What follows belongs to an exercise in optimizing a design on an open flow for small area, a short achievable clock period and few clock cycles per item; a production flow would make more cautious choices. In this exercise RTL edits were held to simulation tests only and were not proved equivalent to the original.

==> flow/design.v (outline; a module is shown in full before it is edited, if it fits) <==
// module pdvl_st1a: 1455 lines
// module pdvl_fin32: 446 lines
// module pdvl_st2a: 2257 lines
// module pdvl_fin26: 358 lines
// module pdvl_radd: 16 lines
// module dual_axis_pd_velocity_loop: 154 lines
module dual_axis_pd_velocity_loop (
   input  logic         clock,
   input  logic         reset,
   input  logic         req_valid,
   output logic         req_ready,
   input  logic [15:0]  req_cmd_x,
   input  logic [15:0]  req_cmd_y,
   input  logic [15:0]  req_vel_x,
   input  logic [15:0]  req_vel_y,
   output logic         rsp_valid,
   input  logic         rsp_ready,
   output logic [15:0]  rsp_out_x,
   output logic [15:0]  rsp_out_y,
   output logic         rsp_clipped,
   input  logic         csr_valid,
   output logic         csr_ready,
   input  logic [2:0]   csr_index,
   input  logic [31:0]  csr_data
);
  // ...
==> flow/run.sh <==
#!/bin/bash
# synth_recipe.tcl (not shown) runs the flow's synth.tcl, then flattens the netlist and writes it again
# the make line also repeats each setting of config.mk as NAME=value (left out here)
make -C /OpenROAD-flow-scripts/flow DESIGN_CONFIG=/design/flow/config.mk WORK_HOME=/design/flow/orfs CLKGATE_MAP_FILE= SYNTH_SCRIPT=/design/flow/synth_recipe.tcl finish
==> flow/config.mk <==
export PLATFORM = sky130hd
export DESIGN_NAME = dual_axis_pd_velocity_loop
export DESIGN_NICKNAME = dual_axis_pd_velocity_loop
export VERILOG_FILES = /design/flow/design.v
export SDC_FILE = /design/flow/constraint.sdc
export NUM_CORES = 4
export LEC_CHECK = 0
export ABC_AREA = 1
export CAP_MARGIN = 10
export CORE_MARGIN = 2
export CORE_UTILIZATION = 30
export CTS_CLUSTER_DIAMETER = 100
export CTS_CLUSTER_SIZE = 18
export SETUP_SLACK_MARGIN = 5.0
export SLEW_MARGIN = 10
==> flow/constraint.sdc <==
create_clock -name core_clock -period 11.0 [get_ports {clock}]
set_input_delay 2.2000 -clock core_clock [delete_from_list [all_inputs] [get_ports {clock}]]
set_output_delay 2.2000 -clock core_clock [all_outputs]
set_load 0.01 [all_outputs]
==> flow_summary.html, run 1 <==
<table>
<tr><th>Metric</th><th>Value</th></tr>
<tr><th colspan="2">GRT</th></tr>
<tr><td>Global-route wire length before repair</td><td>397,000 um</td></tr>
<tr><td>Met2 GRT Util</td><td>0.310</td></tr>
<tr><td>GRT Overall Usage</td><td>0.196</td></tr>
<tr><th colspan="2">Yosys</th></tr>
<tr><td>Top cell type by total area after synthesis</td><td>fa_1</td></tr>
<tr><td>Most repeated cell in the gate-level netlist after synthesis</td><td>xor2_1</td></tr>
<tr><td>Fraction of the mapped netlist area in compound gates</td><td>0.145</td></tr>
<tr><td>Simple-gate area share of the yosys netlist</td><td>0.0542</td></tr>
<tr><td>Share of the yosys chip area belonging to registers</td><td>0.204</td></tr>
<tr><th colspan="2">Hold path</th></tr>
<tr><td>Hold Crit Class</td><td>reg2reg</td></tr>
<tr><td>Worst hold endpoint</td><td>cmd_x2_ff[14]</td></tr>
<tr><td>Hold path startpoint</td><td>cmd_x1_ff[14]</td></tr>
<tr><th colspan="2">Outcome</th></tr>
<tr><td>Run status</td><td>finished clean</td></tr>
<tr><th colspan="2">Placement</th></tr>
<tr><td>Port buffer count</td><td>138</td></tr>
<tr><th colspan="2">Finish</th></tr>
<tr><td>Multi-input combinational cell count</td><td>5,674</td></tr>
<tr><td>Fraction of area in multi-input gates</td><td>0.640</td></tr>
<tr><td>Filler-free cell count of the finished design</td><td>11.5k</td></tr>
<tr><th colspan="2">Worst setup path</th></tr>
<tr><td>Type of element launching the critical path</td><td>primary input</td></tr>
<tr><td>Buffer and inverter count on the worst path</td><td>5</td></tr>
<tr><td>Worst setup path endpoint</td><td>c1_y_ff</td></tr>
<tr><td>Kind of cell with the highest combined delay on the critical path</td><td>adder cells</td></tr>
<tr><th colspan="2">Die</th></tr>
<tr><td>Std cell rows</td><td>186</td></tr>
<tr><th colspan="2">Route</th></tr>
<tr><td>TritonRoute pass-1 iters</td><td>6</td></tr>
<tr><th colspan="2">Timing</th></tr>
<tr><td>Unrepaired setup endpoints after global routing</td><td>yes</td></tr>
<tr><td>Layout Skew</td><td>80.9 ps</td></tr>
<tr><td>Post-route setup TNS</td><td>0 ps</td></tr>
</table>
Testbench counts, summed over its fixed seeds: cycles 2,176, items 2,048.
==> inputs of run 2 (changes only) <==
==> flow/flow/run.sh (new file) <==
#!/bin/bash
# The standard layout, with one step added after synthesis: flow/polarity.py
# moves inverters through the full-adder cells of the synthesized netlist
# (a full adder with all inputs inverted gives both outputs inverted), which
# leaves fewer inverters. Registers and the rest of the netlist are unchanged.
set -euo pipefail
cp standard.sh standard_sh.log
bash standard.sh synth > synth.log 2>&1
R=orfs/results/${FLOW_PLATFORM}/dual_axis_pd_velocity_loop/base
python3 flow/polarity.py "$R/1_2_yosys.v" "$R/1_2_yosys.pol.v" > polarity.log 2>&1
mv "$R/1_2_yosys.pol.v" "$R/1_2_yosys.v"
rm -f "$R/1_synth.odb" "$R/1_synth.sdc"
bash standard.sh > layout.log 2>&1
==> flow/flow/polarity.py (new file) <==
#!/usr/bin/env python3
"""Moves inverters through full-adder cells of a mapped sky130 netlist.

A full adder is self-dual: FA(~a, ~b, ~c) = (~sum, ~cout). Each fa cell may so
be "flipped" (its inputs and outputs taken in the opposite polarity) without
changing the logic. This picks flips that leave the fewest inverters, then
rebuilds every inverter tree it touched with at most one inverter per signal.
Usage: polarity.py IN.v OUT.v
"""
import re, sys, collections

src = open(sys.argv[1]).read()

inst_re = re.compile(r'^(\s*)(sky130_fd_sc_hd__\w+)\s+(\\\S+\s|\S+)\s*\((.*?)\);\s*$', re.S | re.M)
pin_re = re.compile(r'\.(\w+)\(\s*(\\\S+\s|[^\s(),]+(?:\s*\[\d+\])?)\s*\)')

OUTPINS = {'X', 'Y', 'Q', 'Q_N', 'COUT', 'SUM', 'HI', 'LO'}
INV = re.compile(r'sky130_fd_sc_hd__(clk)?inv_\d+$')

cells = []   # [type, name, pins(dict pin->net), span]
for m in inst_re.finditer(src):
    typ, name, body = m.group(2), m.group(3), m.group(4)
    pins = {p: n.strip() for p, n in pin_re.findall(body)}
    cells.append([typ, name.strip(), pins, (m.start(), m.end())])

def norm(n):
    return n.strip()

driver = {}
loads = collections.defaultdict(list)
for i, (typ, name, pins, _) in enumerate(cells):
    for p, n in pins.items():
        if p in OUTPINS:
            driver[n] = (i, p)
        else:
            loads[n].append((i, p))

hdr = src[:src.index(');') + 2]
ports = set()
for m in re.finditer(r'^\s*(input|output|inout)\s*(\[\d+:\d+\])?\s*([^;]+);', src, re.M):
    rng, names = m.group(2), [x.strip() for x in m.group(3).split(',')]
    for nm in names:
        if rng:
            hi, lo = map(int, rng[1:-1].split(':'))
            for b in range(min(hi, lo), max(hi, lo) + 1):
                ports.add('%s[%d]' % (nm, b))
        ports.add(nm)
assign_nets = set()
for m in re.finditer(r'^\s*assign\s+(.*?);', src, re.M | re.S):
    for tok in re.findall(r'\\\S+\s|[A-Za-z_][\w$]*(?:\s*\[\d+\])?', m.group(1)):
        assign_nets.add(tok.strip())
fixed_net = ports | assign_nets

is_inv = [bool(INV.match(c[0])) for c in cells]
is_fa = [c[0].startswith('sky130_fd_sc_hd__fa_') for c in cells]

# root of each net and parity through inverter chains
def root(n):
    par = 0
    seen = 0
    while n in driver and is_inv[driver[n][0]] and seen < 100:
        i = driver[n][0]
        n = cells[i][2]['A']
        par ^= 1
        seen += 1
    return n, par

# terminal loads per root: (cell, pin, parity)
term = collections.defaultdict(list)
tree_invs = collections.defaultdict(set)
frozen = set()
for i, c in enumerate(cells):
    if is_inv[i]:
        continue
    for p, n in c[2].items():
        if p in OUTPINS:
            continue
        r, q = root(n)
        term[r].append((i, p, q))
        # walk back to collect the inverters of this path
        m = n
        while m in driver and is_inv[driver[m][0]]:
            tree_invs[r].add(driver[m][0])
            if m in fixed_net:
                frozen.add(r)
            m = cells[driver[m][0]][2]['A']
# inverters whose outputs reach a fixed net (port or assign) or nothing
for i, c in enumerate(cells):
    if is_inv[i]:
        y = c[2].get('Y')
        r, q = root(c[2]['A'])
        tree_invs[r].add(i)
        if y in fixed_net or not loads.get(y):
            frozen.add(r)

# flip variables
flip = [0] * len(cells)
can_flip = [is_fa[i] for i in range(len(cells))]
def drv_cell(r):
    d = driver.get(r)
    return d[0] if d else None
for r in frozen:
    d = drv_cell(r)
    if d is not None:
        can_flip[d] = False
    for (i, p, q) in term[r]:
        can_flip[i] = False

def cost_root(r):
    if r in frozen:
        return len(tree_invs[r])
    d = drv_cell(r)
    xd = flip[d] if d is not None else 0
    for (i, p, q) in term[r]:
        if q ^ flip[i] ^ xd:
            return 1
    return 0

roots_of = collections.defaultdict(set)
for r in term:
    d = drv_cell(r)
    if d is not None:
        roots_of[d].add(r)
    for (i, p, q) in term[r]:
        roots_of[i].add(r)

before = sum(len(tree_invs[r]) for r in tree_invs)
for it in range(20):
    changed = 0
    for i in range(len(cells)):
        if not can_flip[i]:
            continue
        rs = roots_of[i]
        c0 = sum(cost_root(r) for r in rs)
        flip[i] ^= 1
        c1 = sum(cost_root(r) for r in rs)
        if c1 < c0:
            changed += 1
        else:
            flip[i] ^= 1
    if not changed:
        break
after = sum(cost_root(r) for r in set(term) | set(tree_invs))
print("inverters before %d, after %d, flipped %d fa cells" % (before, after, sum(flip)))

# rebuild: rewire terminal loads of non-frozen roots
remove = set()
newcells = []
newwires = []
rewire = {}   # (cell, pin) -> net
cnt = 0
for r in set(term) | set(tree_invs):
    if r in frozen:
        continue
    remove |= tree_invs[r]
    d = drv_cell(r)
    xd = flip[d] if d is not None else 0
    need = [(i, p) for (i, p, q) in term[r] if q ^ flip[i] ^ xd]
    keep = [(i, p) for (i, p, q) in term[r] if not (q ^ flip[i] ^ xd)]
    for (i, p) in keep:
        rewire[(i, p)] = r
    if need:
        cnt += 1
        nn = "_polinv%d_" % cnt
        newwires.append(nn)
        newcells.append("  sky130_fd_sc_hd__inv_1 _polinv_cell%d_ (\n    .A(%s),\n    .Y(%s)\n  );\n" % (cnt, r + (' ' if r.startswith('\\') else ''), nn))
        for (i, p) in need:
            rewire[(i, p)] = nn

def fmt(n):
    return n + ' ' if n.startswith('\\') else n

out = []
pos = 0
for i, (typ, name, pins, (s, e)) in enumerate(cells):
    out.append(src[pos:s])
    pos = e
    if i in remove:
        continue
    text = src[s:e]
    if any((i, p) in rewire for p in pins):
        def sub(m):
            p = m.group(1)
            if (i, p) in rewire:
                return '.%s(%s)' % (p, fmt(rewire[(i, p)]))
            return m.group(0)
        text = pin_re.sub(sub, text)
    out.append(text)
tail = src[pos:]
k = tail.rindex('endmodule')
out.append(tail[:k] + "".join(newcells) + tail[k:])
res = "".join(out)
# declare new wires after the module header
j = res.index(');', res.index('module ')) + 2
res = res[:j] + "\n" + "".join("  wire %s;\n" % w for w in newwires) + res[j:]
open(sys.argv[2], 'w').write(res)
==> flow/standard.sh (new file) <==
#!/bin/bash
# synth_recipe.tcl (not shown) runs the flow's synth.tcl, then flattens the netlist and writes it again
# the make line also repeats each setting of config.mk as NAME=value (left out here)
make -C /OpenROAD-flow-scripts/flow DESIGN_CONFIG=/design/flow/config.mk WORK_HOME=/design/flow/orfs CLKGATE_MAP_FILE= SYNTH_SCRIPT=/design/flow/synth_recipe.tcl "${@:-finish}"
--- a/flow/config.mk
+++ b/flow/config.mk
@@ -9,7 +9,8 @@
 export CAP_MARGIN = 10
 export CORE_MARGIN = 2
 export CORE_UTILIZATION = 30
-export CTS_CLUSTER_DIAMETER = 100
-export CTS_CLUSTER_SIZE = 18
+export CTS_CLUSTER_DIAMETER = 120
+export CTS_CLUSTER_SIZE = 22
+export PLACE_DENSITY = 0.72
 export SETUP_SLACK_MARGIN = 5.0
 export SLEW_MARGIN = 10
removed: flow/run.sh
==> flow_summary.html, run 2 <==
<table>
<tr><th>Metric</th><th>Value</th></tr>
<tr><th colspan="2">Outcome</th></tr>
<tr><td>Run status</td><td>finished clean (unchanged)</td></tr>
<tr><th colspan="2">GRT</th></tr>
<tr><td>Maximum number of pins on one net before global-route repair</td><td>113 (was 137)</td></tr>
<tr><td>Vias in the first global route</td><td>59.4k (was 62.5k)</td></tr>
<tr><td>Global-route wire length before repair</td><td>362,000 um (was 397,000 um)</td></tr>
<tr><td>Gr ovfl total</td><td>0 (unchanged)</td></tr>
<tr><td>GRT Overall Usage</td><td>0.179 (was 0.196)</td></tr>
<tr><td>Antenna violations before repair</td><td>21 (was 16)</td></tr>
<tr><th colspan="2">Finish</th></tr>
<tr><td>Total area of multi-input combinational cells</td><td>0.0546 mm^2 (was 0.0548 mm^2)</td></tr>
<tr><td>Fill cell count</td><td>25.4k (was 26.1k)</td></tr>
<tr><td>Layout cells sized above 1</td><td>0.0569 (was 0.0692)</td></tr>
<tr><td>Final net count</td><td>9,198 (was 9,622)</td></tr>
<tr><td>Synthesis-to-layout area growth</td><td>9.39% (was 11.0%)</td></tr>
<tr><td>Largest registers</td><td>scale_x_ff x32, scale_y_ff x32 (unchanged)</td></tr>
<tr><td>Commonest non-fill, non-tap cells in the layout</td><td>xor2_1, o22ai_1, fa_1 (unchanged)</td></tr>
<tr><td>Storage cell area</td><td>0.0158 mm^2 (about the same)</td></tr>
<tr><td>Most common cell after layout, fill and taps aside</td><td>xor2_1 (unchanged)</td></tr>
<tr><th colspan="2">Route</th></tr>
<tr><td>TritonRoute pass-1 iters</td><td>9 (was 6)</td></tr>
<tr><td>Wire length per cell after detailed routing</td><td>21.4 um (was 23.1 um)</td></tr>
<tr><td>Avg Vias per Cell</td><td>5.38 (about the same)</td></tr>
<tr><td>Final antenna-violating net count</td><td>0 (unchanged)</td></tr>
<tr><td>Iter 0 DRT Violations</td><td>7,588 (was 6,824)</td></tr>
<tr><td>Final routed wirelength across all metal layers</td><td>236,000 um (was 265,000 um)</td></tr>
<tr><td>Count of unresolved DRC violations after routing</td><td>0 (unchanged)</td></tr>
<tr><td>Vias after detailed routing</td><td>59.4k (was 61.8k)</td></tr>
<tr><th colspan="2">Die</th></tr>
<tr><td>Width of the die</td><td>507 um (was 511 um)</td></tr>
<tr><td>Standard cell core area</td><td>0.251 mm^2 (was 0.256 mm^2)</td></tr>
<tr><td>Starting density of the core</td><td>0.302 (was 0.301)</td></tr>
<tr><td>I/O pin cnt</td><td>140 (unchanged)</td></tr>
<tr><td>Die span in y</td><td>507 um (was 511 um)</td></tr>
<tr><td>Area of the die</td><td>0.257 mm^2 (was 0.261 mm^2)</td></tr>
<tr><td>Std cell rows</td><td>184 (was 186)</td></tr>
<tr><th colspan="2">Timing</th></tr>
<tr><td>Post-route setup TNS</td><td>0 ps (unchanged)</td></tr>
<tr><td>Max Fclk</td><td>0.168 GHz (was 0.167 GHz)</td></tr>
<tr><td>Final hold violations</td><td>0 (unchanged)</td></tr>
<tr><td>Unrepaired setup endpoints after global routing</td><td>yes (unchanged)</td></tr>
<tr><td>Remaining max-slew budget at the tightest pin</td><td>0.282 (was 0.138)</td></tr>
<tr><td>Max-slew violations</td><td>0 (unchanged)</td></tr>
<tr><td>Smallest setup slack after layout</td><td>5050 ps (was 5030 ps)</td></tr>
<tr><td>Actual slew at the worst max-slew pin</td><td>1070 ps (was 1290 ps)</td></tr>
<tr><td>Smallest hold slack</td><td>418 ps (was 408 ps)</td></tr>
<tr><td>Layout Skew</td><td>63.3 ps (was 80.9 ps)</td></tr>
<tr><td>Setup-failing EPs final</td><td>0 (unchanged)</td></tr>
<tr><td>Final period utilization</td><td>0.541 (was 0.543)</td></tr>
<tr><td>Time the final worst path needs with I/O delays and setup</td><td>5950 ps (was 5970 ps)</td></tr>
<tr><th colspan="2">Worst setup path</th></tr>
<tr><td>WP data arrival</td><td>6360 ps (was 6460 ps)</td></tr>
<tr><td>Type of element launching the critical path</td><td>primary input (unchanged)</td></tr>
<tr><td>Required @ worst endpoint</td><td>11,410 ps (was 11,490 ps)</td></tr>
<tr><td>Peak fanout along the critical path</td><td>31 (was 33)</td></tr>
<tr><td>Type of the worst setup path</td><td>in2reg (unchanged)</td></tr>
<tr><td>Category of the worst setup path capture point</td><td>register (unchanged)</td></tr>
<tr><th colspan="2">Clock tree</th></tr>
<tr><td>H-Tree Depth</td><td>2 (unchanged)</td></tr>
<tr><td>Inserted Clock Buffers</td><td>42 (was 49)</td></tr>
<tr><td>Post-CTS clock slew at the launch and capture registers of the worst setup and hold paths</td><td>90 ps (was 80 ps)</td></tr>
<tr><td>Clock Sinks</td><td>608 (unchanged)</td></tr>
<tr><td>Clock latency at the later pin of the worst-skew pair</td><td>690 ps (was 760 ps)</td></tr>
<tr><td>Clock tree buffer depth</td><td>3 (unchanged)</td></tr>
<tr><td>TritonCTS clock tree</td><td>yes (unchanged)</td></tr>
<tr><td>Cell at the root of the clock tree</td><td>clkbuf_16 (unchanged)</td></tr>
<tr><th colspan="2">Yosys</th></tr>
<tr><td>Post-Syn Instances</td><td>7,854 (was 8,205)</td></tr>
<tr><td>Mapped cell area</td><td>0.0759 mm^2 (was 0.0772 mm^2)</td></tr>
<tr><td>Total nets after synthesis</td><td>9,408 (was 9,759)</td></tr>
<tr><td>Avg Inst Size Synth</td><td>9.67 um^2 (was 9.41 um^2)</td></tr>
<tr><td>Number of warnings printed during yosys synthesis</td><td>3 (unchanged)</td></tr>
<tr><th colspan="2">Job</th></tr>
<tr><td>MaxCap Viol Count</td><td>0 (unchanged)</td></tr>
<tr><th colspan="2">Hold path</th></tr>
<tr><td>Hold Crit Class</td><td>reg2reg (unchanged)</td></tr>
<tr><th colspan="2">Placement</th></tr>
<tr><td>Half-perimeter wire length of the detailed placement result</td><td>173,000 um (was 190,000 um)</td></tr>
<tr><td>Port buffer count</td><td>138 (unchanged)</td></tr>
<tr><td>Worst setup timing slack at the placement stage</td><td>2820 ps (was 2790 ps)</td></tr>
<tr><td>Weighted congestion reported at the end of routability-driven placement</td><td>0.983 (was 0.936)</td></tr>
</table>
## run 2: final cells by class
type	count	area share
Timing Repair inverter	4	0.000241
Inverter	956	0.0444
Multi-Input combinational cell	5670	0.657
Clock buffer	59	0.0134
Clock inverter	17	0.00330
Timing Repair Buffer	362	0.0406
Antenna cell	8	0.000241
Sequential cell	608	0.190
Tap cell	3348	0.0504
## run 2: routing by layer
layer / GRT usage / up-vias / wire [um]
met2: 0.284 / 3808 / 106000
met4: 0.0691 / 0 / 10900
met3: 0.0392 / 734 / 26100
met5: 0 / - / 0
li1: - / 25730 / -
met1: 0.239 / 29114 / 93200
## run 2: path summary, 6_finish.rpt
path	cells past startpoint	slack [ps]	startpoint	endpoint
max	17	5050	req_vel_x[4]	c1_x_ff
min	0	420	cmd_x1_ff[10]	cmd_x2_ff[10]
max reg2reg	17	5070	err_x_ff[5]	c3_x_ff
min reg2reg	0	420	cmd_x1_ff[10]	cmd_x2_ff[10]
## run 2: stage by stage
step	cells	area, um^2	utilization
floorplan	7854	76100	-
global placement	10872	80300	0.319
detailed placement	10872	80300	0.319
CTS	10977	82200	0.327
global route	11029	83000	0.330
finish	11032	83000	0.330
## run 2: timing repair
item	CTS	global route
hold buffers	0	0
setup buffers	23	41
cloned	6	6
endpoints found under the setup margin	118	24
pin swaps	10	8
resized for setup	100	101
## run 2: critical path, stage by stage
cell,delay (ps)
clkdlybuf4s50_1,440
nand2_2,150
nand2_1,80
o21ai_2,60
buf_6,290
o22ai_1,130
xor2_1,200
fa_1,480
fa_1,520
fa_1,430
fa_1,500
inv_1,50
or2_2,300
o21ai_1,110
o211ai_1,100
a221oi_1,240
nand2_1,70
==> inputs of run 3 (changes only) <==
--- a/flow/config.mk
+++ b/flow/config.mk
@@ -11,6 +11,5 @@
 export CORE_UTILIZATION = 30
 export CTS_CLUSTER_DIAMETER = 120
 export CTS_CLUSTER_SIZE = 22
-export PLACE_DENSITY = 0.72
 export SETUP_SLACK_MARGIN = 5.0
 export SLEW_MARGIN = 10
==> flow_summary.html, run 3 <==
<table>
<tr><th>Metric</th><th>Value</th></tr>
<tr><th colspan="2">Placement</th></tr>
<tr><td>Inst Count DP</td><td>10.9k (about the same)</td></tr>
<tr><td>Worst setup timing slack at the placement stage</td><td>2350 ps (was 2820 ps)</td></tr>
<tr><td>Half-perimeter wire length of the detailed placement result</td><td>188,000 um (was 173,000 um)</td></tr>
<tr><td>Weighted congestion reported at the end of routability-driven placement</td><td>0.951 (was 0.983)</td></tr>
<tr><td>Port buffer count</td><td>138 (unchanged)</td></tr>
<tr><th colspan="2">Clock tree</th></tr>
<tr><td>Clock tree buffer depth</td><td>3 (unchanged)</td></tr>
<tr><td>Inserted Clock Buffers</td><td>41 (was 42)</td></tr>
<tr><td>Cts-stage hold buffer count</td><td>0 (unchanged)</td></tr>
<tr><td>Clock Sinks</td><td>608 (unchanged)</td></tr>
<tr><td>Clock latency at the later pin of the worst-skew pair</td><td>710 ps (was 690 ps)</td></tr>
<tr><td>H-Tree Depth</td><td>2 (unchanged)</td></tr>
<tr><td>Cell at the root of the clock tree</td><td>clkbuf_16 (unchanged)</td></tr>
<tr><td>TritonCTS clock tree</td><td>yes (unchanged)</td></tr>
<tr><td>Post-CTS clock slew at the launch and capture registers of the worst setup and hold paths</td><td>100 ps (was 90 ps)</td></tr>
<tr><th colspan="2">Route</th></tr>
<tr><td>Final antenna-violating net count</td><td>0 (unchanged)</td></tr>
<tr><td>Count of unresolved DRC violations after routing</td><td>0 (unchanged)</td></tr>
<tr><td>Iter 0 DRT Violations</td><td>6,248 (was 7,588)</td></tr>
<tr><td>Avg Vias per Cell</td><td>5.41 (was 5.38)</td></tr>
<tr><td>Wire length per cell after detailed routing</td><td>23.4 um (was 21.4 um)</td></tr>
<tr><td>Final routed wirelength across all metal layers</td><td>259,000 um (was 236,000 um)</td></tr>
<tr><td>TritonRoute pass-1 iters</td><td>8 (was 9)</td></tr>
<tr><td>Vias after detailed routing</td><td>59.8k (was 59.4k)</td></tr>
<tr><th colspan="2">Finish</th></tr>
<tr><td>Filler-free cell count of the finished design</td><td>11.1k (was 11.0k)</td></tr>
<tr><td>Fill cell count</td><td>25.6k (was 25.4k)</td></tr>
<tr><td>Most common cell after layout, fill and taps aside</td><td>xor2_1 (unchanged)</td></tr>
<tr><td>Synthesis-to-layout area growth</td><td>10.2% (was 9.39%)</td></tr>
<tr><td>Largest registers</td><td>scale_x_ff x32, scale_y_ff x32 (unchanged)</td></tr>
<tr><td>Commonest non-fill, non-tap cells in the layout</td><td>xor2_1, o22ai_1, fa_1 (unchanged)</td></tr>
<tr><td>Final net count</td><td>9,234 (was 9,198)</td></tr>
<tr><td>Layout cells sized above 1</td><td>0.0631 (was 0.0569)</td></tr>
<tr><th colspan="2">Die</th></tr>
<tr><td>I/O pin cnt</td><td>140 (unchanged)</td></tr>
<tr><td>Starting density of the core</td><td>0.302 (unchanged)</td></tr>
<tr><td>Standard cell core area</td><td>0.251 mm^2 (unchanged)</td></tr>
<tr><td>Width of the die</td><td>507 um (unchanged)</td></tr>
<tr><td>Std cell rows</td><td>184 (unchanged)</td></tr>
<tr><td>Die span in y</td><td>507 um (unchanged)</td></tr>
<tr><td>Area of the die</td><td>0.257 mm^2 (unchanged)</td></tr>
<tr><th colspan="2">Timing</th></tr>
<tr><td>Layout Skew</td><td>65.8 ps (was 63.3 ps)</td></tr>
<tr><td>Max Fclk</td><td>0.167 GHz (was 0.168 GHz)</td></tr>
<tr><td>Setup-failing EPs final</td><td>0 (unchanged)</td></tr>
<tr><td>Post-route setup TNS</td><td>0 ps (unchanged)</td></tr>
<tr><td>Final hold violations</td><td>0 (unchanged)</td></tr>
<tr><td>Unrepaired setup endpoints after global routing</td><td>yes (unchanged)</td></tr>
<tr><td>Actual slew at the worst max-slew pin</td><td>1140 ps (was 1070 ps)</td></tr>
<tr><td>Remaining max-slew budget at the tightest pin</td><td>0.241 (was 0.282)</td></tr>
<tr><td>Smallest setup slack after layout</td><td>5030 ps (was 5050 ps)</td></tr>
<tr><td>Final period utilization</td><td>0.543 (was 0.541)</td></tr>
<tr><td>Time the final worst path needs with I/O delays and setup</td><td>5970 ps (was 5950 ps)</td></tr>
<tr><td>Max-slew violations</td><td>0 (unchanged)</td></tr>
<tr><th colspan="2">GRT</th></tr>
<tr><td>GRT Overall Usage</td><td>0.198 (was 0.179)</td></tr>
<tr><td>Maximum number of pins on one net before global-route repair</td><td>159 (was 113)</td></tr>
<tr><td>Vias in the first global route</td><td>61.8k (was 59.4k)</td></tr>
<tr><td>Global-route wire length before repair</td><td>392,000 um (was 362,000 um)</td></tr>
<tr><td>Antenna violations before repair</td><td>12 (was 21)</td></tr>
<tr><td>Gr ovfl total</td><td>0 (unchanged)</td></tr>
<tr><th colspan="2">Yosys</th></tr>
<tr><td>Post-Syn Instances</td><td>7,854 (unchanged)</td></tr>
<tr><td>Mapped cell area</td><td>0.0759 mm^2 (unchanged)</td></tr>
<tr><td>Number of warnings printed during yosys synthesis</td><td>3 (unchanged)</td></tr>
<tr><td>Avg Inst Size Synth</td><td>9.67 um^2 (unchanged)</td></tr>
<tr><td>Total nets after synthesis</td><td>9,408 (unchanged)</td></tr>
<tr><th colspan="2">Worst setup path</th></tr>
<tr><td>Kind of cell with the highest combined delay on the critical path</td><td>adder cells (unchanged)</td></tr>
<tr><td>CP max stage delay</td><td>560 ps (was 520 ps)</td></tr>
<tr><td>Cell-by-cell trace of the critical path</td><td>buf_2 -&gt; buf_12 -&gt; inv_4 -&gt; o21ai_4 -&gt; buf_4 -&gt; o22ai_1 -&gt; xor2_1 -&gt; fa_1 -&gt; fa_1 -&gt; fa_1 -&gt; fa_1 -&gt; inv_1 -&gt; or2_2 -&gt; o21ai_1 -&gt; o211ai_1 -&gt; a221oi_1 -&gt; nand2_1 (was clkdlybuf4s50_1 -&gt; nand2_2 -&gt; nand2_1 -&gt; o21ai_2 -&gt; buf_6 -&gt; o22ai_1 -&gt; xor2_1 -&gt; fa_1 -&gt; fa_1 -&gt; fa_1 -&gt; fa_1 -&gt; inv_1 -&gt; or2_2 -&gt; o21ai_1 -&gt; o211ai_1 -&gt; a221oi_1 -&gt; nand2_1)</td></tr>
<tr><td>WP data arrival</td><td>6430 ps (was 6360 ps)</td></tr>
<tr><td>Launching point of the worst reg2reg path</td><td>kd_x_ff[12] (was err_x_ff[5])</td></tr>
<tr><td>Buffer and inverter count on the worst path</td><td>5 (was 3)</td></tr>
<tr><td>Critical Path Start</td><td>req_vel_y[5] (was req_vel_x[4])</td></tr>
<tr><td>Cell at the slowest stage of the critical path</td><td>fa_1 (unchanged)</td></tr>
<tr><td>Type of element launching the critical path</td><td>primary input (unchanged)</td></tr>
<tr><td>Peak fanout along the critical path</td><td>35 (was 31)</td></tr>
<tr><td>Cell type with the highest occurrence count on the critical path</td><td>fa_1 (unchanged)</td></tr>
<tr><td>Category of the worst setup path capture point</td><td>register (unchanged)</td></tr>
<tr><td>Required @ worst endpoint</td><td>11,460 ps (was 11,410 ps)</td></tr>
<tr><td>Type of the worst setup path</td><td>in2reg (unchanged)</td></tr>
<tr><th colspan="2">Outcome</th></tr>
<tr><td>Run status</td><td>finished clean (unchanged)</td></tr>
<tr><th colspan="2">Hold path</th></tr>
<tr><td>Hold Crit Class</td><td>reg2reg (unchanged)</td></tr>
<tr><td>Hold path startpoint</td><td>cmd_x1_ff[0] (was cmd_x1_ff[10])</td></tr>
<tr><th colspan="2">Job</th></tr>
<tr><td>MaxCap Viol Count</td><td>0 (unchanged)</td></tr>
</table>
-- run 3: repair_timing --
item,in CTS,in global routing
gates resized for setup,98,171
endpoints found under the setup margin,96,34
buffers inserted,30,47
pin swaps,8,34
cloned,8,7
-- run 3: through the flow --
step / utilization / hold WS (ps) / instance area, um^2
2_1_floorplan: - / 400 / 76100
6_report: 0.333 / 424 / 83700
3_3_place_gp: 0.320 / 401 / 80400
4_1_cts: 0.328 / 421 / 82500
5_1_grt: 0.333 / 435 / 83700
3_5_place_dp: 0.320 / 405 / 80400
-- run 3: path summary, 6_finish.rpt --
check	end	slack, ps	cells past startpoint
setup / recovery	c1_y_ff	5030	17
hold / removal	cmd_x2_ff[0]	420	0
setup reg to reg	k1_x_ff[23]	5180	14
hold reg to reg	cmd_x2_ff[0]	420	0
-- run 3: layer usage --
layer / part of all wire / up-vias / track usage
li1: - / 25796 / -
met1: 0.41 / 30110 / 0.265
met2: 0.45 / 3276 / 0.311
met3: 0.088 / 659 / 0.0358
met4: 0.049 / 0 / 0.0875
met5: 0 / - / 0
-- run 3: layout make-up --
type / count / area [um^2] / area share
diodes: 7 / 17.5 / 0.000209
multi-input cells: 5670 / 54700 / 0.654
repair buffers: 399 / 3880 / 0.0464
clock inverters: 16 / 256 / 0.00307
flip-flops and latches: 608 / 15800 / 0.189
inverters: 956 / 3670 / 0.0439
well taps: 3348 / 4190 / 0.0501
repair inverters: 4 / 23.8 / 0.000284
clock buffers: 59 / 1150 / 0.0137
-- run 3: worst register-to-register path, delay by kind of cell, from the launching register on --
kind / cells / cell delay, ps
AND/OR/NAND/NOR: 1 / 220
buffers and inverters: 1 / 90
flip-flops: 1 / 370
adder cells (fa/ha/maj): 12 / 5010
==> inputs of run 4 (changes only) <==
--- a/flow/config.mk
+++ b/flow/config.mk
@@ -11,5 +11,6 @@
 export CORE_UTILIZATION = 30
 export CTS_CLUSTER_DIAMETER = 120
 export CTS_CLUSTER_SIZE = 22
+export PLACE_DENSITY = 0.5
 export SETUP_SLACK_MARGIN = 5.0
 export SLEW_MARGIN = 10
==> flow_summary.html, run 4 <==
<table>
<tr><th>Metric</th><th>Value</th></tr>
<tr><th colspan="2">GRT</th></tr>
<tr><td>Maximum number of pins on one net before global-route repair</td><td>140 (was 159)</td></tr>
<tr><td>Antenna violations before repair</td><td>7 (was 12)</td></tr>
<tr><td>Gr ovfl total</td><td>0 (unchanged)</td></tr>
<tr><td>Global-route wire length before repair</td><td>396,000 um (was 392,000 um)</td></tr>
<tr><td>GRT Overall Usage</td><td>0.201 (was 0.198)</td></tr>
<tr><td>Vias in the first global route</td><td>61.3k (was 61.8k)</td></tr>
<tr><th colspan="2">Timing</th></tr>
<tr><td>Smallest hold slack</td><td>407 ps (was 424 ps)</td></tr>
<tr><td>Final hold violations</td><td>0 (unchanged)</td></tr>
<tr><td>Post-route setup TNS</td><td>0 ps (unchanged)</td></tr>
<tr><td>Smallest setup slack after layout</td><td>5040 ps (was 5030 ps)</td></tr>
<tr><td>Layout Skew</td><td>49.7 ps (was 65.8 ps)</td></tr>
<tr><td>Setup-failing EPs final</td><td>0 (unchanged)</td></tr>
<tr><td>Max-slew violations</td><td>0 (unchanged)</td></tr>
<tr><td>Max Fclk</td><td>0.168 GHz (was 0.167 GHz)</td></tr>
<tr><td>Time the final worst path needs with I/O delays and setup</td><td>5960 ps (was 5970 ps)</td></tr>
<tr><td>Unrepaired setup endpoints after global routing</td><td>yes (unchanged)</td></tr>
<tr><td>Final period utilization</td><td>0.542 (was 0.543)</td></tr>
<tr><td>Remaining max-slew budget at the tightest pin</td><td>0.197 (was 0.241)</td></tr>
<tr><td>Actual slew at the worst max-slew pin</td><td>1200 ps (was 1140 ps)</td></tr>
<tr><th colspan="2">Clock tree</th></tr>
<tr><td>Cell at the root of the clock tree</td><td>clkbuf_16 (unchanged)</td></tr>
<tr><td>TritonCTS clock tree</td><td>yes (unchanged)</td></tr>
<tr><td>Cts-stage hold buffer count</td><td>0 (unchanged)</td></tr>
<tr><td>Inserted Clock Buffers</td><td>41 (unchanged)</td></tr>
<tr><td>Clock tree buffer depth</td><td>3 (unchanged)</td></tr>
<tr><td>H-Tree Depth</td><td>2 (unchanged)</td></tr>
<tr><td>Clock Sinks</td><td>608 (unchanged)</td></tr>
<tr><td>Clock latency at the later pin of the worst-skew pair</td><td>730 ps (was 710 ps)</td></tr>
<tr><td>Post-CTS clock slew at the launch and capture registers of the worst setup and hold paths</td><td>100 ps (about the same)</td></tr>
<tr><th colspan="2">Finish</th></tr>
<tr><td>Final net count</td><td>9,256 (was 9,234)</td></tr>
<tr><td>Fin util</td><td>0.333 (about the same)</td></tr>
<tr><td>Most common cell after layout, fill and taps aside</td><td>xor2_1 (unchanged)</td></tr>
<tr><td>Filler-free cell count of the finished design</td><td>11.1k (about the same)</td></tr>
<tr><td>Commonest non-fill, non-tap cells in the layout</td><td>xor2_1, o22ai_1, fa_1 (unchanged)</td></tr>
<tr><td>Synthesis-to-layout area growth</td><td>10.3% (was 10.2%)</td></tr>
<tr><td>Layout cells sized above 1</td><td>0.0661 (was 0.0631)</td></tr>
<tr><td>Area of all placed cells without fillers</td><td>0.0838 mm^2 (was 0.0837 mm^2)</td></tr>
<tr><td>Largest registers</td><td>scale_x_ff x32, scale_y_ff x32 (unchanged)</td></tr>
<tr><th colspan="2">Placement</th></tr>
<tr><td>Inst Count DP</td><td>10.9k (about the same)</td></tr>
<tr><td>Worst setup timing slack at the placement stage</td><td>3130 ps (was 2350 ps)</td></tr>
<tr><td>Weighted congestion reported at the end of routability-driven placement</td><td>0.922 (was 0.951)</td></tr>
<tr><td>Half-perimeter wire length of the detailed placement result</td><td>191,000 um (was 188,000 um)</td></tr>
<tr><td>Area of placed instances</td><td>0.0805 mm^2 (was 0.0804 mm^2)</td></tr>
<tr><td>Port buffer count</td><td>138 (unchanged)</td></tr>
<tr><th colspan="2">Die</th></tr>
<tr><td>Width of the die</td><td>507 um (unchanged)</td></tr>
<tr><td>Standard cell core area</td><td>0.251 mm^2 (unchanged)</td></tr>
<tr><td>Starting density of the core</td><td>0.302 (unchanged)</td></tr>
<tr><td>Std cell rows</td><td>184 (unchanged)</td></tr>
<tr><td>Die span in y</td><td>507 um (unchanged)</td></tr>
<tr><td>I/O pin cnt</td><td>140 (unchanged)</td></tr>
<tr><td>Area of the die</td><td>0.257 mm^2 (unchanged)</td></tr>
<tr><th colspan="2">Job</th></tr>
<tr><td>MaxCap Viol Count</td><td>0 (unchanged)</td></tr>
<tr><th colspan="2">Worst setup path</th></tr>
<tr><td>Cell count of the worst reg-to-reg path</td><td>17 (was 14)</td></tr>
<tr><td>Type of the worst setup path</td><td>in2reg (unchanged)</td></tr>
<tr><td>Type of element launching the critical path</td><td>primary input (unchanged)</td></tr>
<tr><td>Launching point of the worst reg2reg path</td><td>prev_x_ff[7] (was kd_x_ff[12])</td></tr>
<tr><td>Category of the worst setup path capture point</td><td>register (unchanged)</td></tr>
<tr><td>Peak fanout along the critical path</td><td>10 (was 35)</td></tr>
<tr><td>Register-to-Register Setup Slack</td><td>5100 ps (was 5180 ps)</td></tr>
<tr><td>Critical Path Start</td><td>req_vel_y[4] (was req_vel_y[5])</td></tr>
<tr><td>Required @ worst endpoint</td><td>11,440 ps (was 11,460 ps)</td></tr>
<tr><td>WP data arrival</td><td>6400 ps (was 6430 ps)</td></tr>
<tr><td>Critical R2R Capture</td><td>c3_x_ff (was k1_x_ff[23])</td></tr>
<tr><th colspan="2">Hold path</th></tr>
<tr><td>Worst hold endpoint</td><td>cmd_y2_ff[11] (was cmd_x2_ff[0])</td></tr>
<tr><td>Count of cells along the worst hold path</td><td>0 (unchanged)</td></tr>
<tr><td>Hold Crit Class</td><td>reg2reg (unchanged)</td></tr>
<tr><td>Hold path startpoint</td><td>cmd_y1_ff[11] (was cmd_x1_ff[0])</td></tr>
<tr><th colspan="2">Route</th></tr>
<tr><td>TritonRoute pass-1 iters</td><td>8 (unchanged)</td></tr>
<tr><td>Wire length per cell after detailed routing</td><td>23.7 um (was 23.4 um)</td></tr>
<tr><td>Iter 0 DRT Violations</td><td>5,362 (was 6,248)</td></tr>
<tr><td>Avg Vias per Cell</td><td>5.32 (was 5.41)</td></tr>
<tr><td>Final antenna-violating net count</td><td>0 (unchanged)</td></tr>
<tr><td>Count of unresolved DRC violations after routing</td><td>0 (unchanged)</td></tr>
<tr><td>Vias after detailed routing</td><td>59.0k (was 59.8k)</td></tr>
<tr><td>Final routed wirelength across all metal layers</td><td>263,000 um (was 259,000 um)</td></tr>
<tr><th colspan="2">Yosys</th></tr>
<tr><td>Number of warnings printed during yosys synthesis</td><td>3 (unchanged)</td></tr>
<tr><td>Avg Inst Size Synth</td><td>9.67 um^2 (unchanged)</td></tr>
<tr><td>Total nets after synthesis</td><td>9,408 (unchanged)</td></tr>
<tr><td>Post-Syn Instances</td><td>7,854 (unchanged)</td></tr>
<tr><td>Mapped cell area</td><td>0.0759 mm^2 (unchanged)</td></tr>
<tr><th colspan="2">Outcome</th></tr>
<tr><td>Run status</td><td>finished clean (unchanged)</td></tr>
</table>
[run 4: worst max-delay path by stage]
stage	endpoint	cells after the start
6_report	c1_y_ff	17
5_1_grt	c1_y_ff	17
4_1_cts	c1_y_ff	17
3_5_place_dp	c1_y_ff	17
3_3_place_gp	c1_y_ff	17
2_1_floorplan	prev_y_ff[10]	6
[run 4: cell type report]
cell class | count | area (um^2)
tap | 3348 | 4190
timing repair inverter | 2 | 16.3
clock buffer | 59 | 1150
sequential | 608 | 15800
timing repair buffer | 421 | 4010
antenna | 4 | 10.0
inverter | 956 | 3700
fill | 25813 | 168000
clock inverter | 17 | 225
multi-input combinational | 5672 | 54700
[run 4: critical path: stages]
cell and delay [ps]:
clkdlybuf4s50_1 580, nand2_4 160, nand2_2 110, o21ai_4 70
buf_12 150, o22ai_1 140, xor2_1 200, fa_1 480
fa_1 520, fa_1 430, fa_1 490, inv_1 50
or2_2 300, o21ai_1 120, o211ai_1 130, a221oi_2 220
nand2_1 70
[run 4: timing repair]
action,in CTS,in global routing
gates cloned,6,10
pin swaps,7,30
buffers inserted,29,57
resized for setup,103,150
endpoints found under the setup margin,73,11
[run 4: per-layer routing]
metal  track usage  part of all wire  wire length (um)  up-vias
met5             0          0.000049                13        -
li1              -                 -                 -    25875
met4        0.0660             0.039             10200        2
met2         0.331              0.47            122000     2625
met1         0.270              0.42            112000    29959
met3        0.0290             0.072             18900      503
==> inputs of run 5 (changes only) <==
--- a/flow/config.mk
+++ b/flow/config.mk
@@ -11,6 +11,6 @@
 export CORE_UTILIZATION = 30
 export CTS_CLUSTER_DIAMETER = 120
 export CTS_CLUSTER_SIZE = 22
-export PLACE_DENSITY = 0.5
+export PLACE_DENSITY = 0.8
 export SETUP_SLACK_MARGIN = 5.0
 export SLEW_MARGIN = 10
==> flow_summary.html, run 5 <==
<table>
<tr><th>Metric</th><th>Value</th></tr>
<tr><th colspan="2">Finish</th></tr>
<tr><td>Fill cell count</td><td>25.1k (was 25.8k)</td></tr>
<tr><td>Synthesis-to-layout area growth</td><td>9.31% (was 10.3%)</td></tr>
<tr><td>Largest registers</td><td>scale_x_ff x32, scale_y_ff x32 (unchanged)</td></tr>
<tr><td>Most common cell after layout, fill and taps aside</td><td>xor2_1 (unchanged)</td></tr>
<tr><td>Commonest non-fill, non-tap cells in the layout</td><td>xor2_1, o22ai_1, fa_1 (unchanged)</td></tr>
<tr><td>Filler-free cell count of the finished design</td><td>11.0k (was 11.1k)</td></tr>
<tr><td>Layout cells sized above 1</td><td>0.0563 (was 0.0661)</td></tr>
<tr><td>Final net count</td><td>9,196 (was 9,256)</td></tr>
<tr><td>Area of all placed cells without fillers</td><td>0.0830 mm^2 (was 0.0838 mm^2)</td></tr>
<tr><td>Fin util</td><td>0.330 (was 0.333)</td></tr>
<tr><th colspan="2">Placement</th></tr>
<tr><td>Area of placed instances</td><td>0.0803 mm^2 (was 0.0805 mm^2)</td></tr>
<tr><td>Weighted congestion reported at the end of routability-driven placement</td><td>0.982 (was 0.922)</td></tr>
<tr><td>Port buffer count</td><td>138 (unchanged)</td></tr>
<tr><td>Inst Count DP</td><td>10.9k (about the same)</td></tr>
<tr><td>Worst setup timing slack at the placement stage</td><td>3040 ps (was 3130 ps)</td></tr>
<tr><td>Half-perimeter wire length of the detailed placement result</td><td>174,000 um (was 191,000 um)</td></tr>
<tr><th colspan="2">Worst setup path</th></tr>
<tr><td>Launching point of the worst reg2reg path</td><td>prev_x_ff[7] (unchanged)</td></tr>
<tr><td>Critical R2R Capture</td><td>c3_x_ff (unchanged)</td></tr>
<tr><td>Type of the worst setup path</td><td>reg2reg (was in2reg)</td></tr>
<tr><td>WP data arrival</td><td>6300 ps (was 6400 ps)</td></tr>
<tr><td>Category of the worst setup path capture point</td><td>register (unchanged)</td></tr>
<tr><td>Cell count of the worst reg-to-reg path</td><td>16 (was 17)</td></tr>
<tr><td>Peak fanout along the critical path</td><td>25 (was 10)</td></tr>
<tr><td>Type of element launching the critical path</td><td>register (was primary input)</td></tr>
<tr><td>Required @ worst endpoint</td><td>11,420 ps (was 11,440 ps)</td></tr>
<tr><td>Register-to-Register Setup Slack</td><td>5120 ps (was 5100 ps)</td></tr>
<tr><th colspan="2">Hold path</th></tr>
<tr><td>Count of cells along the worst hold path</td><td>0 (unchanged)</td></tr>
<tr><td>Hold Crit Class</td><td>reg2reg (unchanged)</td></tr>
<tr><td>Hold path startpoint</td><td>cmd_x1_ff[11] (was cmd_y1_ff[11])</td></tr>
<tr><td>Worst hold endpoint</td><td>cmd_x2_ff[11] (was cmd_y2_ff[11])</td></tr>
<tr><th colspan="2">Route</th></tr>
<tr><td>Wire length per cell after detailed routing</td><td>21.6 um (was 23.7 um)</td></tr>
<tr><td>Count of unresolved DRC violations after routing</td><td>0 (unchanged)</td></tr>
<tr><td>Final routed wirelength across all metal layers</td><td>238,000 um (was 263,000 um)</td></tr>
<tr><td>TritonRoute pass-1 iters</td><td>7 (was 8)</td></tr>
<tr><td>Avg Vias per Cell</td><td>5.51 (was 5.32)</td></tr>
<tr><td>Iter 0 DRT Violations</td><td>8,407 (was 5,362)</td></tr>
<tr><td>Final antenna-violating net count</td><td>0 (unchanged)</td></tr>
<tr><td>Vias after detailed routing</td><td>60.8k (was 59.0k)</td></tr>
<tr><th colspan="2">Yosys</th></tr>
<tr><td>Number of warnings printed during yosys synthesis</td><td>3 (unchanged)</td></tr>
<tr><td>Avg Inst Size Synth</td><td>9.67 um^2 (unchanged)</td></tr>
<tr><td>Total nets after synthesis</td><td>9,408 (unchanged)</td></tr>
<tr><td>Post-Syn Instances</td><td>7,854 (unchanged)</td></tr>
<tr><td>Mapped cell area</td><td>0.0759 mm^2 (unchanged)</td></tr>
<tr><th colspan="2">Die</th></tr>
<tr><td>Standard cell core area</td><td>0.251 mm^2 (unchanged)</td></tr>
<tr><td>Area of the die</td><td>0.257 mm^2 (unchanged)</td></tr>
<tr><td>Die span in y</td><td>507 um (unchanged)</td></tr>
<tr><td>Std cell rows</td><td>184 (unchanged)</td></tr>
<tr><td>Width of the die</td><td>507 um (unchanged)</td></tr>
<tr><td>Starting density of the core</td><td>0.302 (unchanged)</td></tr>
<tr><td>I/O pin cnt</td><td>140 (unchanged)</td></tr>
<tr><th colspan="2">Timing</th></tr>
<tr><td>Smallest setup slack after layout</td><td>5120 ps (was 5040 ps)</td></tr>
<tr><td>Remaining max-slew budget at the tightest pin</td><td>0.212 (was 0.197)</td></tr>
<tr><td>Final hold violations</td><td>0 (unchanged)</td></tr>
<tr><td>Time the final worst path needs with I/O delays and setup</td><td>5880 ps (was 5960 ps)</td></tr>
<tr><td>Unrepaired setup endpoints after global routing</td><td>yes (unchanged)</td></tr>
<tr><td>Max-slew violations</td><td>0 (unchanged)</td></tr>
<tr><td>Layout Skew</td><td>81.1 ps (was 49.7 ps)</td></tr>
<tr><td>Smallest hold slack</td><td>417 ps (was 407 ps)</td></tr>
<tr><td>Setup-failing EPs final</td><td>0 (unchanged)</td></tr>
<tr><td>Post-route setup TNS</td><td>0 ps (unchanged)</td></tr>
<tr><td>Actual slew at the worst max-slew pin</td><td>1180 ps (was 1200 ps)</td></tr>
<tr><td>Final period utilization</td><td>0.535 (was 0.542)</td></tr>
<tr><td>Max Fclk</td><td>0.170 GHz (was 0.168 GHz)</td></tr>
<tr><th colspan="2">Clock tree</th></tr>
<tr><td>TritonCTS clock tree</td><td>yes (unchanged)</td></tr>
<tr><td>Inserted Clock Buffers</td><td>39 (was 41)</td></tr>
<tr><td>Clock Sinks</td><td>608 (unchanged)</td></tr>
<tr><td>Clock tree buffer depth</td><td>3 (unchanged)</td></tr>
<tr><td>Cts-stage hold buffer count</td><td>0 (unchanged)</td></tr>
<tr><td>Clock latency at the later pin of the worst-skew pair</td><td>700 ps (was 730 ps)</td></tr>
<tr><td>Cell at the root of the clock tree</td><td>clkbuf_16 (unchanged)</td></tr>
<tr><td>H-Tree Depth</td><td>2 (unchanged)</td></tr>
<tr><td>Post-CTS clock slew at the launch and capture registers of the worst setup and hold paths</td><td>100 ps (about the same)</td></tr>
<tr><th colspan="2">GRT</th></tr>
<tr><td>Antenna violations before repair</td><td>31 (was 7)</td></tr>
<tr><td>Maximum number of pins on one net before global-route repair</td><td>95 (was 140)</td></tr>
<tr><td>GRT Overall Usage</td><td>0.181 (was 0.201)</td></tr>
<tr><td>Vias in the first global route</td><td>61.9k (was 61.3k)</td></tr>
<tr><td>Gr ovfl total</td><td>0 (unchanged)</td></tr>
<tr><td>Global-route wire length before repair</td><td>366,000 um (was 396,000 um)</td></tr>
<tr><th colspan="2">Job</th></tr>
<tr><td>MaxCap Viol Count</td><td>0 (unchanged)</td></tr>
<tr><th colspan="2">Outcome</th></tr>
<tr><td>Run status</td><td>finished clean (unchanged)</td></tr>
</table>
-- run 5: changes by cell type in the layout (fill, tap and decap cells not counted), moves of 4 or more --
cell,before,now
nand2_2,17,21
fa_1,1196,1203
fa_2,14,7
inv_12,6,2
nand2_4,15,11
o22ai_2,8,4
buf_6,30,23
buf_2,11,7
buf_12,18,12
clkbuf_16,49,39
buf_4,219,183
o22ai_1,1202,1206
inv_1,927,932
-- run 5: what timing repair did --
| action | in CTS | in global routing |
|---|---|---|
| endpoints found under the setup margin | 107 | 9 |
| cloned | 7 | 3 |
| gates resized for setup | 97 | 130 |
| pin swaps | 11 | 12 |
| hold endpoints to repair | 0 | 0 |
| setup buffers | 31 | 32 |
-- run 5: worst max path at each step --
stage               slack, ps         start  depth (start not counted)             to
global route             4950  req_vel_y[9]                         17        c1_y_ff
finish                   5120  prev_x_ff[7]                         16        c3_x_ff
global placement         3100  req_vel_y[0]                         16        c1_y_ff
floorplan                2130     rsp_ready                          6  prev_y_ff[10]
CTS                      4910  req_vel_y[2]                         17        c1_y_ff
detailed placement       3040  req_vel_y[0]                         16        c1_y_ff
-- run 5: routing by layer --
| layer | wire length [um] | up-vias | global-route usage |
|---|---|---|---|
| met5 | 98 | - | 0.00111 |
| met4 | 12700 | 14 | 0.0799 |
| met3 | 30200 | 1013 | 0.0517 |
| met2 | 107000 | 4407 | 0.287 |
| met1 | 88500 | 29612 | 0.229 |
| li1 | - | 25728 | - |
-- run 5: final cells by class --
class | instances | area, um^2 | area share
antenna | 6 | 15.0 | 0.000181
clock buffer | 57 | 1050 | 0.0127
clock inverter | 15 | 216 | 0.00261
inverter | 956 | 3700 | 0.0446
multi-input combinational | 5670 | 54600 | 0.658
sequential | 608 | 15800 | 0.190
tap | 3348 | 4190 | 0.0505
timing repair buffer | 363 | 3380 | 0.0408
timing repair inverter | 4 | 26.3 | 0.000317
-- run 5: worst max-delay path, stage by stage, from the launching register on --
cell,delay [ps]
dfxtp_4,690
inv_1,370
o21ai_2,460
buf_4,370
o22ai_1,130
xor2_1,220
fa_1,480
fa_1,460
fa_1,510
fa_1,500
fa_1,640
nand2_1,100
a21boi_1,150
nand3_1,150
a21oi_2,70
a31oi_1,140
nand3_1,180
==> inputs of run 6 (changes only) <==
--- a/flow/config.mk
+++ b/flow/config.mk
@@ -11,6 +11,6 @@
 export CORE_UTILIZATION = 30
 export CTS_CLUSTER_DIAMETER = 120
 export CTS_CLUSTER_SIZE = 22
-export PLACE_DENSITY = 0.8
+export PLACE_DENSITY = 0.9
 export SETUP_SLACK_MARGIN = 5.0
 export SLEW_MARGIN = 10
==> flow_summary.html, run 6 <==
<table>
<tr><th>Metric</th><th>Value</th></tr>
<tr><th colspan="2">GRT</th></tr>
<tr><td>Gr ovfl total</td><td>0 (unchanged)</td></tr>
<tr><td>Vias in the first global route</td><td>63.4k (was 61.9k)</td></tr>
<tr><td>Antenna violations before repair</td><td>42 (was 31)</td></tr>
<tr><td>Maximum number of pins on one net before global-route repair</td><td>145 (was 95)</td></tr>
<tr><td>GRT Overall Usage</td><td>0.183 (was 0.181)</td></tr>
<tr><td>Global-route wire length before repair</td><td>371,000 um (was 366,000 um)</td></tr>
<tr><th colspan="2">Outcome</th></tr>
<tr><td>Run status</td><td>finished clean (unchanged)</td></tr>
<tr><th colspan="2">Clock tree</th></tr>
<tr><td>TritonCTS clock tree</td><td>yes (unchanged)</td></tr>
<tr><td>Cell at the root of the clock tree</td><td>clkbuf_16 (unchanged)</td></tr>
<tr><td>Clock tree buffer depth</td><td>3 (unchanged)</td></tr>
<tr><td>H-Tree Depth</td><td>2 (unchanged)</td></tr>
<tr><td>Clock latency at the later pin of the worst-skew pair</td><td>690 ps (was 700 ps)</td></tr>
<tr><td>Clock Sinks</td><td>608 (unchanged)</td></tr>
<tr><td>Inserted Clock Buffers</td><td>38 (was 39)</td></tr>
<tr><td>Post-CTS clock slew at the launch and capture registers of the worst setup and hold paths</td><td>90 ps (was 100 ps)</td></tr>
<tr><th colspan="2">Route</th></tr>
<tr><td>Avg Vias per Cell</td><td>5.64 (was 5.51)</td></tr>
<tr><td>Final antenna-violating net count</td><td>0 (unchanged)</td></tr>
<tr><td>Iter 0 DRT Violations</td><td>10.3k (was 8,407)</td></tr>
<tr><td>Top layer used by detailed routing</td><td>met5 (unchanged)</td></tr>
<tr><td>Wire length per cell after detailed routing</td><td>22.0 um (was 21.6 um)</td></tr>
<tr><td>Final routed wirelength across all metal layers</td><td>243,000 um (was 238,000 um)</td></tr>
<tr><td>TritonRoute pass-1 iters</td><td>9 (was 7)</td></tr>
<tr><td>Vias after detailed routing</td><td>62.4k (was 60.8k)</td></tr>
<tr><td>Count of unresolved DRC violations after routing</td><td>0 (unchanged)</td></tr>
<tr><td>Amount of wire on met2 after detailed routing</td><td>107,000 um (about the same)</td></tr>
<tr><td>Routed length on met1</td><td>85,500 um (was 88,500 um)</td></tr>
<tr><td>Met3 routed wirelength</td><td>35,800 um (was 30,200 um)</td></tr>
<tr><th colspan="2">Timing</th></tr>
<tr><td>Actual slew at the worst max-slew pin</td><td>1150 ps (was 1180 ps)</td></tr>
<tr><td>Final hold violations</td><td>0 (unchanged)</td></tr>
<tr><td>Remaining max-slew budget at the tightest pin</td><td>0.229 (was 0.212)</td></tr>
<tr><td>Setup-failing EPs final</td><td>0 (unchanged)</td></tr>
<tr><td>Post-route setup TNS</td><td>0 ps (unchanged)</td></tr>
<tr><td>Layout Skew</td><td>86.9 ps (was 81.1 ps)</td></tr>
<tr><td>Time the final worst path needs with I/O delays and setup</td><td>5940 ps (was 5880 ps)</td></tr>
<tr><td>Unrepaired setup endpoints after global routing</td><td>yes (unchanged)</td></tr>
<tr><td>Smallest hold slack</td><td>421 ps (was 417 ps)</td></tr>
<tr><td>Max-slew violations</td><td>0 (unchanged)</td></tr>
<tr><td>Smallest setup slack after layout</td><td>5060 ps (was 5120 ps)</td></tr>
<tr><td>Max Fclk</td><td>0.168 GHz (was 0.170 GHz)</td></tr>
<tr><td>Final period utilization</td><td>0.540 (was 0.535)</td></tr>
<tr><th colspan="2">Yosys</th></tr>
<tr><td>Mapped cell area</td><td>0.0759 mm^2 (unchanged)</td></tr>
<tr><td>Total nets after synthesis</td><td>9,408 (unchanged)</td></tr>
<tr><td>Number of warnings printed during yosys synthesis</td><td>3 (unchanged)</td></tr>
<tr><td>Post-Syn Instances</td><td>7,854 (unchanged)</td></tr>
<tr><td>Avg Inst Size Synth</td><td>9.67 um^2 (unchanged)</td></tr>
<tr><th colspan="2">Worst setup path</th></tr>
<tr><td>Type of element launching the critical path</td><td>primary input (was register)</td></tr>
<tr><td>Category of the worst setup path capture point</td><td>output pin (was register)</td></tr>
<tr><td>Register-to-Register Setup Slack</td><td>5110 ps (was 5120 ps)</td></tr>
<tr><td>Critical R2R Capture</td><td>c3_x_ff (unchanged)</td></tr>
<tr><td>Launching point of the worst reg2reg path</td><td>err_x_ff[3] (was prev_x_ff[7])</td></tr>
<tr><td>Required @ worst endpoint</td><td>8800 ps (was 11,420 ps)</td></tr>
<tr><td>WP data arrival</td><td>3740 ps (was 6300 ps)</td></tr>
<tr><td>Type of the worst setup path</td><td>in2out (was reg2reg)</td></tr>
<tr><td>Cell count of the worst reg-to-reg path</td><td>18 (was 16)</td></tr>
<tr><td>Peak fanout along the critical path</td><td>8 (was 25)</td></tr>
<tr><th colspan="2">Placement</th></tr>
<tr><td>Inst Count DP</td><td>10.9k (about the same)</td></tr>
<tr><td>Worst setup timing slack at the placement stage</td><td>2770 ps (was 3040 ps)</td></tr>
<tr><td>Port buffer count</td><td>138 (unchanged)</td></tr>
<tr><td>Weighted congestion reported at the end of routability-driven placement</td><td>0.998 (was 0.982)</td></tr>
<tr><td>Half-perimeter wire length of the detailed placement result</td><td>176,000 um (was 174,000 um)</td></tr>
<tr><td>Area of placed instances</td><td>0.0803 mm^2 (about the same)</td></tr>
<tr><th colspan="2">Hold path</th></tr>
<tr><td>Hold Crit Class</td><td>reg2reg (unchanged)</td></tr>
<tr><td>Worst hold endpoint</td><td>cmd_y2_ff[5] (was cmd_x2_ff[11])</td></tr>
<tr><td>Count of cells along the worst hold path</td><td>0 (unchanged)</td></tr>
<tr><td>Hold path startpoint</td><td>cmd_y1_ff[5] (was cmd_x1_ff[11])</td></tr>
<tr><th colspan="2">Finish</th></tr>
<tr><td>Largest registers</td><td>scale_x_ff x32, scale_y_ff x32 (unchanged)</td></tr>
<tr><td>Fin util</td><td>0.331 (was 0.330)</td></tr>
<tr><td>Fill cell count</td><td>24.6k (was 25.1k)</td></tr>
<tr><td>Filler-free cell count of the finished design</td><td>11.1k (was 11.0k)</td></tr>
<tr><td>Storage cell area</td><td>0.0158 mm^2 (about the same)</td></tr>
<tr><td>Synthesis-to-layout area growth</td><td>9.73% (was 9.31%)</td></tr>
<tr><td>Total area of multi-input combinational cells</td><td>0.0547 mm^2 (was 0.0546 mm^2)</td></tr>
<tr><td>Final net count</td><td>9,229 (was 9,196)</td></tr>
<tr><td>Commonest non-fill, non-tap cells in the layout</td><td>xor2_1, o22ai_1, fa_1 (unchanged)</td></tr>
<tr><td>Layout cells sized above 1</td><td>0.0605 (was 0.0563)</td></tr>
<tr><td>Area of all placed cells without fillers</td><td>0.0833 mm^2 (was 0.0830 mm^2)</td></tr>
<tr><td>Most common cell after layout, fill and taps aside</td><td>xor2_1 (unchanged)</td></tr>
<tr><th colspan="2">Die</th></tr>
<tr><td>I/O pin cnt</td><td>140 (unchanged)</td></tr>
<tr><td>Area of the die</td><td>0.257 mm^2 (unchanged)</td></tr>
<tr><td>Width of the die</td><td>507 um (unchanged)</td></tr>
<tr><td>Starting density of the core</td><td>0.302 (unchanged)</td></tr>
<tr><td>Std cell rows</td><td>184 (unchanged)</td></tr>
<tr><td>Standard cell core area</td><td>0.251 mm^2 (unchanged)</td></tr>
<tr><td>Die span in y</td><td>507 um (unchanged)</td></tr>
<tr><th colspan="2">Job</th></tr>
<tr><td>MaxCap Viol Count</td><td>0 (unchanged)</td></tr>
</table>
-- run 6: how the worst max path moves through the flow --
stage	start	to	slack [ps]	cells after the start
after floorplan	rsp_ready	prev_y_ff[10]	2130	6
after global placement	req_vel_y[0]	c1_y_ff	2770	16
after detailed placement	req_vel_y[0]	c1_y_ff	2770	15
after CTS	req_vel_y[2]	c1_y_ff	4780	16
after global routing	req_vel_y[5]	c1_y_ff	4910	17
final	rsp_ready	req_ready	5060	4
-- run 6: final cells by class --
type	instances	area share
clock inverter	15	0.00273
tap	3348	0.0503
antenna	8	0.000240
timing repair buffer	393	0.0445
timing repair inverter	5	0.000361
sequential	608	0.189
inverter	956	0.0443
clock buffer	55	0.0122
multi-input combinational	5673	0.656
-- run 6: repair_timing --
item	CTS	global route
cloned	13	3
gates resized for setup	112	115
hold buffers	0	0
setup buffers	22	64
pin swaps	13	21
setup endpoints to repair	98	16
-- run 6: critical path, cell delays in order --
cell and delay [ps]:
clkdlybuf4s50_1 440, nor2_4 160, clkinvlp_4 340, clkdlybuf4s50_1 600
-- run 6: per-layer routing --
metal | vias up | GRT usage
met1 | 30012 | 0.225
met5 | - | 0
met2 | 5323 | 0.286
li1 | 25794 | -
met3 | 1291 | 0.0600
met4 | 12 | 0.0908

## separate check: timing with driven ports
Ports are ideal in the flow. The routed layouts listed here were re-timed in OpenROAD.
Step 1 (the two cells are an assumption about what drives the block):
set clk [get_ports {clock}]
set_driving_cell -lib_cell sky130_fd_sc_hd__clkbuf_16 $clk
set_driving_cell -lib_cell sky130_fd_sc_hd__buf_2 [delete_from_list [all_inputs] $clk]
Step 2 also shifts input and output timing later by t, the mid clock arrival at the registers, as if the neighbouring blocks saw the same clock.
a / b / c = ideal / step 1 / step 2; a / b = the first two.
run	t, ns	slack for setup (ns)	hold WS [ns]	worst setup path after step 2	cell pins on the clock port's net
run 1	0.821	5.027 / 5.077 / 4.256	0.408 / 0.408 / 0.408	input to register	1
run 2	0.751	5.049 / 5.069 / 4.352	0.418 / 0.418 / 0.418	input to register	1
run 3	0.771	5.026 / 5.071 / 4.300	0.424 / 0.424 / 0.424	input to register	1
run 4	0.797	5.036 / 5.099 / 4.309	0.407 / 0.407 / 0.407	input to register	1
run 5	0.754	5.119 / 5.119 / 4.419	0.417 / 0.417 / 0.417	input to register	1
run 6	0.728	5.059 / 5.038 / 4.348	0.421 / 0.421 / 0.421	input to register	1
After both steps setup and hold are still met in every run listed. The setup slack of run 1, which loses most, moves by +0.050 ns with the drivers and by -0.771 ns with both steps.
